From an optimization exercise on the open Yosys and OpenROAD flow, aimed at small area, a short achievable clock period and few clock cycles per item; shortcuts taken in it are not production practice. At most, simulation tests tie the RTL to the original design; equivalence was not proved. The clock port is modelled as an ideal driver, which makes a skipped or thinned clock tree look cheaper than it is; a real chip needs a root buffer or a tree. Power figures rest on the tool's default switching activity, not on a simulated workload.

==> flow/design.v (excerpt) <==
module toy_language_char_tokenizer
(
   input  logic        clock,
   input  logic        reset,
   input  logic        req_valid,
   output logic        req_stall,
   input  logic [7:0]  req_char_in,
   input  logic        req_end_of_input,
   output logic        rsp_valid,
   input  logic        rsp_stall,
   output logic [4:0]  rsp_token_kind,
   output logic [4:0]  rsp_text_length,
   output logic [63:0] rsp_text_first,
   output logic [63:0] rsp_text_second,
   output logic        rsp_text_overflow,
   output logic        rsp_last_of_run
);
For scale: about 600 cells after synthesis, roughly 190 flip-flops, ~7700 um^2 of cells after synthesis.
Settings: LEC_CHECK=0, ABC_CLOCK_PERIOD_IN_PS=2200, CAP_MARGIN=20, CORE_MARGIN=2, CORE_UTILIZATION=50, SETUP_SLACK_MARGIN=3.1, SLEW_MARGIN=20; clock period 5.5 ns.
standard.sh (not shown) runs the stock make flow with config.mk's settings and CLKGATE_MAP_FILE= SYNTH_SCRIPT=/design/flow/synth_recipe.tcl, a recipe that flattens the netlist after the stock synthesis.
==> flow/flow/run.sh <==
#!/bin/bash
# The standard layout with two changes: plain buffers (not delay cells) on the
# ports, and a two-level clock tree (one root buffer, ten leaf buffers, each
# driving a cluster of nearby flip-flops) in place of ORFS's clock tree, which
# has one level more. ORFS's own output is in standard_flow.log and orfs/logs.
set -euo pipefail
bash standard.sh \
  "BUFFER_PORTS_ARGS=-buffer_cell sky130_fd_sc_hd__buf_1" \
  "PRE_CTS_TCL=$PWD/flow/cts_hook.tcl" \
  finish > standard_flow.log 2>&1
Other scripts of this flow, unchanged in this note and not shown: flow/flow/cts_hook.tcl
The first run finished with timing, DRC and antenna clean.
Testbench counts at the start, summed over its fixed seeds: cycles 25,216, items 24,000.
Then changed:
--- a/flow/design.v
+++ b/flow/design.v
@@ -255,17 +255,21 @@
    end
    always_ff @(posedge clock) begin
       if (!stay) begin
          o_kind <= t0_kind;
          o_len  <= t0_len;
          o_ovf  <= t0_ovf;
          o_last <= ~split;
          o_b0   <= t0_b0;
-         o_hide <= t0_hide;
+      end
+   end
+   always_ff @(posedge clock) begin
+      for (int j = 1; j < 16; j++) begin
+         o_hide[j] <= stay ? !(o_len > 5'(j)) : t0_hide[j];
       end
    end
    assign rsp_valid         = o_v;
    assign rsp_token_kind    = o_kind;
    assign rsp_text_length   = o_len;
    assign rsp_text_overflow = o_ovf;
    assign rsp_last_of_run   = o_last;
    always_comb begin
After rerunning: Wire length increases by a little under a tenth. Synthesized area increases slightly. Register-to-register slack hardly moves. First-iteration DRC count increases by about a fifth. Power is about the same. Global-route usage increases by 0.53 points. Worst setup slack improves by 0.028 ns.
Function not checked in the second run of this note: the RTL went through the layout flow alone. No run of this note takes its clock network from TritonCTS; it comes from the design's own scripts or RTL.

Another version of the RTL of toy_language_char_tokenizer (not shown whole).
For scale: about 680 cells after synthesis, roughly 190 flip-flops, about 160 I/O pins, about 8100 µm² of cells after synthesis.
## toy_language_char_tokenizer
module toy_language_char_tokenizer
(
   input  logic        clock,
   input  logic        reset,
   input  logic        req_valid,
   output logic        req_stall,
   input  logic [7:0]  req_char_in,
   input  logic        req_end_of_input,
   output logic        rsp_valid,
   input  logic        rsp_stall,
   output logic [4:0]  rsp_token_kind,
   output logic [4:0]  rsp_text_length,
   output logic [63:0] rsp_text_first,
   output logic [63:0] rsp_text_second,
   output logic        rsp_text_overflow,
   output logic        rsp_last_of_run
);
   typedef struct packed {
      logic       c_end;    
      logic       c_op;     
      logic       c_eq;     
      logic       c_let;    
      logic       c_dig;    
      logic       c_f;      
      logic       c_t;
      logic       c_e;
   } cls_t;
   function automatic logic [3:0] op_index(input logic [7:0] ch);
      case (ch)
         "-": op_index = 4'd1;
         "*": op_index = 4'd2;
         "/": op_index = 4'd3;
         "%": op_index = 4'd4;
         "<": op_index = 4'd5;
         ">": op_index = 4'd6;
         "!": op_index = 4'd7;
         "&": op_index = 4'd8;
         "|": op_index = 4'd9;
         "(": op_index = 4'd10;
         ")": op_index = 4'd11;
         "{": op_index = 4'd12;
         "}": op_index = 4'd13;
         ";": op_index = 4'd14;
         default: op_index = 4'd0;
      endcase
   endfunction
   function automatic cls_t classify(input logic [7:0] ch, input logic eoi);
      cls_t c;
      c        = '0;
      c.c_op   = (ch == "+") || (ch == "-") || (ch == "*") || (ch == "/") || (ch == "%")
                 || (ch == "<") || (ch == ">") || (ch == "!") || (ch == "&") || (ch == "|")
                 || (ch == "(") || (ch == ")") || (ch == "{") || (ch == "}") || (ch == ";");
      c.c_end = eoi;
      c.c_op  = c.c_op & ~eoi;
      c.c_eq  = (ch == "=") & ~eoi;
      c.c_let = (((ch >= "a") && (ch <= "z")) || ((ch >= "A") && (ch <= "Z"))) & ~eoi;
      c.c_dig = (ch >= "0") && (ch <= "9") && !eoi;
  ...
==> flow/config.mk <==
export PLATFORM = sky130hd
export DESIGN_NAME = toy_language_char_tokenizer
export DESIGN_NICKNAME = toy_language_char_tokenizer
export VERILOG_FILES = /design/flow/design.v
export SDC_FILE = /design/flow/constraint.sdc
export NUM_CORES = 4
export LEC_CHECK = 0
export ABC_CLOCK_PERIOD_IN_PS = 2200
export CAP_MARGIN = 20
export CORE_MARGIN = 2
export CORE_UTILIZATION = 65
export SETUP_SLACK_MARGIN = 3.3
export SLEW_MARGIN = 20
==> flow/constraint.sdc <==
create_clock -name core_clock -period 5.5 [get_ports {clock}]
set_input_delay 1.1000 -clock core_clock [delete_from_list [all_inputs] [get_ports {clock}]]
set_output_delay 1.1000 -clock core_clock [all_outputs]
set_load 0.01 [all_outputs]
==> flow/flow/run.sh <==
#!/bin/bash
# The standard layout with two changes: plain buffers (not delay cells) on the
# ports, and a two-level clock tree (four root buffers, twelve leaf buffers, each
# driving a cluster of nearby flip-flops) in place of ORFS's clock tree, which
# has one level more. ORFS's own output is in standard_flow.log and orfs/logs.
set -euo pipefail
bash standard.sh \
  "BUFFER_PORTS_ARGS=-buffer_cell sky130_fd_sc_hd__buf_1" \
  "PRE_CTS_TCL=$PWD/flow/cts_hook.tcl" \
  finish > standard_flow.log 2>&1
Other scripts of this flow, unchanged in this note and not shown: flow/flow/cts_hook.tcl
Rerun with:
--- a/flow/design.v
+++ b/flow/design.v
@@ -86,18 +86,16 @@
    logic [6:0] text_n [16];
    logic       kwp_if, kwp_out, kwp_while;    
    logic        o_v;
    logic [4:0]  o_kind, o_len;
    logic        o_ovf, o_last;
    logic [7:0]  o_b0;
    logic [15:1] o_hide;        
    logic        o_txt;         
-   logic        s_v;           
-   logic [4:0]  s_kind;
    logic [7:0] text [16];
    for (genvar j = 0; j < 16; j++) begin : g_text_val
       assign text[j] = {1'b0, ~text_n[j]};
    end
    logic       is_none, is_asg, is_sym, is_num, ptext;
    logic       c_oth, kw;
    logic       flush, own_v, start, append;
    logic [4:0] own_kind;
@@ -134,23 +132,23 @@
       end else if (m_c.c_eq) begin
          pk_in = KIND_ASSIGN;
       end else if (m_c.c_let) begin
          pk_in = KIND_SYMBOL;
       end else if (m_c.c_dig && !ptext) begin
          pk_in = KIND_NUMBER;
       end
    end
-   logic stay, tok, split, sfree, proc, upd;
+   logic stay, tok, step, split, proc, upd;
    assign stay  = o_v & rsp_stall;               
    assign tok   = flush | own_v;
    assign split = flush & own_v;
-   assign sfree = ~stay & ~s_v;                  
-   assign proc = m_v & ~(append & o_txt) & (~tok | sfree);
-   assign upd = m_v & ((start & (~is_num | sfree)) | (append & ~kw & ~o_txt));
+   assign step = m_v & ~(stay & tok) & ~(append & o_txt);
+   assign proc = step & ~split;
+   assign upd = m_v & ((start & (~is_num | ~stay)) | (append & ~kw & ~o_txt));
    logic m_free, acc;
    logic [7:0] in_ch;
    logic       in_eoi;
    assign m_free    = ~m_v | proc;
    assign in_ch     = k_v ? k_ch : req_char_in;
    assign in_eoi    = k_v ? k_eoi : req_end_of_input;
    assign acc       = req_valid & ~k_v;
    logic rs;
@@ -183,18 +181,18 @@
       if (!k_v) begin
          k_ch  <= req_char_in;
          k_eoi <= req_end_of_input;
       end
    end
    always_ff @(posedge clock) begin
       if (reset) begin
          pk <= KIND_NONE;
-      end else if (proc) begin
-         pk <= pk_in;
+      end else if (step) begin
+         pk <= split ? KIND_NONE : pk_in;
       end
    end
    always_ff @(posedge clock) begin
       if (upd) begin
          if (start) begin
             plen      <= 5'd1;
             povf      <= 1'b0;
             kwp_if    <= (m_ch == "i");
@@ -209,17 +207,17 @@
             kwp_if    <= 1'b0;
             kwp_out   <= (plen == 5'd1) && (text[0] == "o") && (m_ch == "u");
             kwp_while <= (plen == 5'd3) && (text[0] == "w") && (text[1] == "h")
                          && (text[2] == "i") && (m_ch == "l");
          end
       end
    end
    always_ff @(posedge clock) begin
-      if (m_v && start && (!is_num || sfree)) begin
+      if (m_v && start && (!is_num || !stay)) begin
          text_n[0] <= ~m_ch[6:0];
       end
    end
    for (genvar j = 1; j < 16; j++) begin : g_text
       always_ff @(posedge clock) begin
          if (m_v && append && !o_txt && plen == 5'(j)) begin
             text_n[j] <= ~m_ch[6:0];
          end
@@ -246,53 +244,32 @@
          end
       end
    end
    always_ff @(posedge clock) begin
       if (reset) begin
          o_v   <= 1'b0;
          o_txt <= 1'b0;
       end else if (!stay) begin
-         if (s_v) begin
-            o_v   <= 1'b1;
-            o_txt <= 1'b0;
-         end else begin
-            o_v   <= proc & tok;
-            o_txt <= proc & tok & ~t0_hide[1];
-         end
-      end
-   end
-   always_ff @(posedge clock) begin
-      if (reset) begin
-         s_v <= 1'b0;
-      end else if (!stay) begin
-         s_v <= proc & tok & split;
+         o_v   <= step & tok;
+         o_txt <= step & tok & ~t0_hide[1];
       end
    end
    always_ff @(posedge clock) begin
       if (!stay) begin
-         if (s_v) begin
-            o_kind <= s_kind;
-            o_len  <= 5'd0;
-            o_ovf  <= 1'b0;
-            o_last <= 1'b1;
-            o_b0   <= 8'h00;
-         end else begin
-            o_kind <= t0_kind;
-            o_len  <= t0_len;
-            o_ovf  <= t0_ovf;
-            o_last <= ~split;
-            o_b0   <= t0_b0;
-         end
-         s_kind <= own_kind;
+         o_kind <= t0_kind;
+         o_len  <= t0_len;
+         o_ovf  <= t0_ovf;
+         o_last <= ~split;
+         o_b0   <= t0_b0;
       end
    end
    always_ff @(posedge clock) begin
       for (int j = 1; j < 16; j++) begin
-         o_hide[j] <= stay ? !(o_len > 5'(j)) : (s_v | t0_hide[j]);
+         o_hide[j] <= stay ? !(o_len > 5'(j)) : t0_hide[j];
       end
    end
    assign rsp_valid         = o_v;
    assign rsp_token_kind    = o_kind;
    assign rsp_text_length   = o_len;
    assign rsp_text_overflow = o_ovf;
    assign rsp_last_of_run   = o_last;
    always_comb begin
Effect:
- global-route usage fell by 0.31 points
- clock power came out lower by about 2%
- cell count drops by 4.7%
- power increases by 6.2%
- design area went down by 3.7%
- setup slack gets better by 20 ps
- core utilization shrinks by 1.6 points
- sequential share of layout area rises by 0.36 points
- synthesized area fell by 3.5%
- clock skew came out higher by 8.8 ps
- routed wire length drops by 2.6%
- via count fell by 5.6%
- synthesized cell count fell by 2.8%
- sequential power hardly moves
Testbench counts after the change, summed over its fixed seeds: cycles 25,414, items 24,000.
Only the layout flow was run in the first run of this note; the RTL was not checked for function there. In every run of this note, the design's own scripts or RTL, not TritonCTS, make the clock network.

port drivers added, routing unchanged:
How much do the figures lean on ideal ports? The routed layouts below were timed once more, with nothing changed but the port constraints. Step 1 (the two cells are an assumption about what drives the block):
set clk [get_ports {clock}]
set_driving_cell -lib_cell sky130_fd_sc_hd__clkbuf_16 $clk
set_driving_cell -lib_cell sky130_fd_sc_hd__buf_2 [delete_from_list [all_inputs] $clk]
Step 2 also shifts input and output timing later by t, the mid clock arrival at the registers, as if the neighbouring blocks saw the same clock. Slacks: ideal / step 1 / step 2; pairs: ideal / step 1.
| run | t, ns | slack for setup (ns) | hold slack, ns | worst setup path after step 2 | worst slew at a driven data input, ns |
|---|---|---|---|---|---|
| the first run of note 1 | 0.429 | 3.112 / 3.070 / 2.751 | 0.473 / 0.473 / 0.473 | input to register | 0.03 |
| the second run of note 1 | 0.435 | 3.140 / 3.140 / 2.740 | 0.488 / 0.488 / 0.488 | input to register | 0.03 |
| the first run of note 2 | 0.374 | 3.320 / 3.254 / 3.101 | 0.489 / 0.489 / 0.489 | input to register | 0.03 |
| the second run of note 2 | 0.370 | 3.340 / 3.246 / 3.060 | 0.488 / 0.488 / 0.488 | input to register | 0.03 |
After both steps every run listed still meets setup and hold. The setup slack of the second run of note 1, which loses most, moves by 0.000 ns with the drivers and by -0.400 ns with both steps.
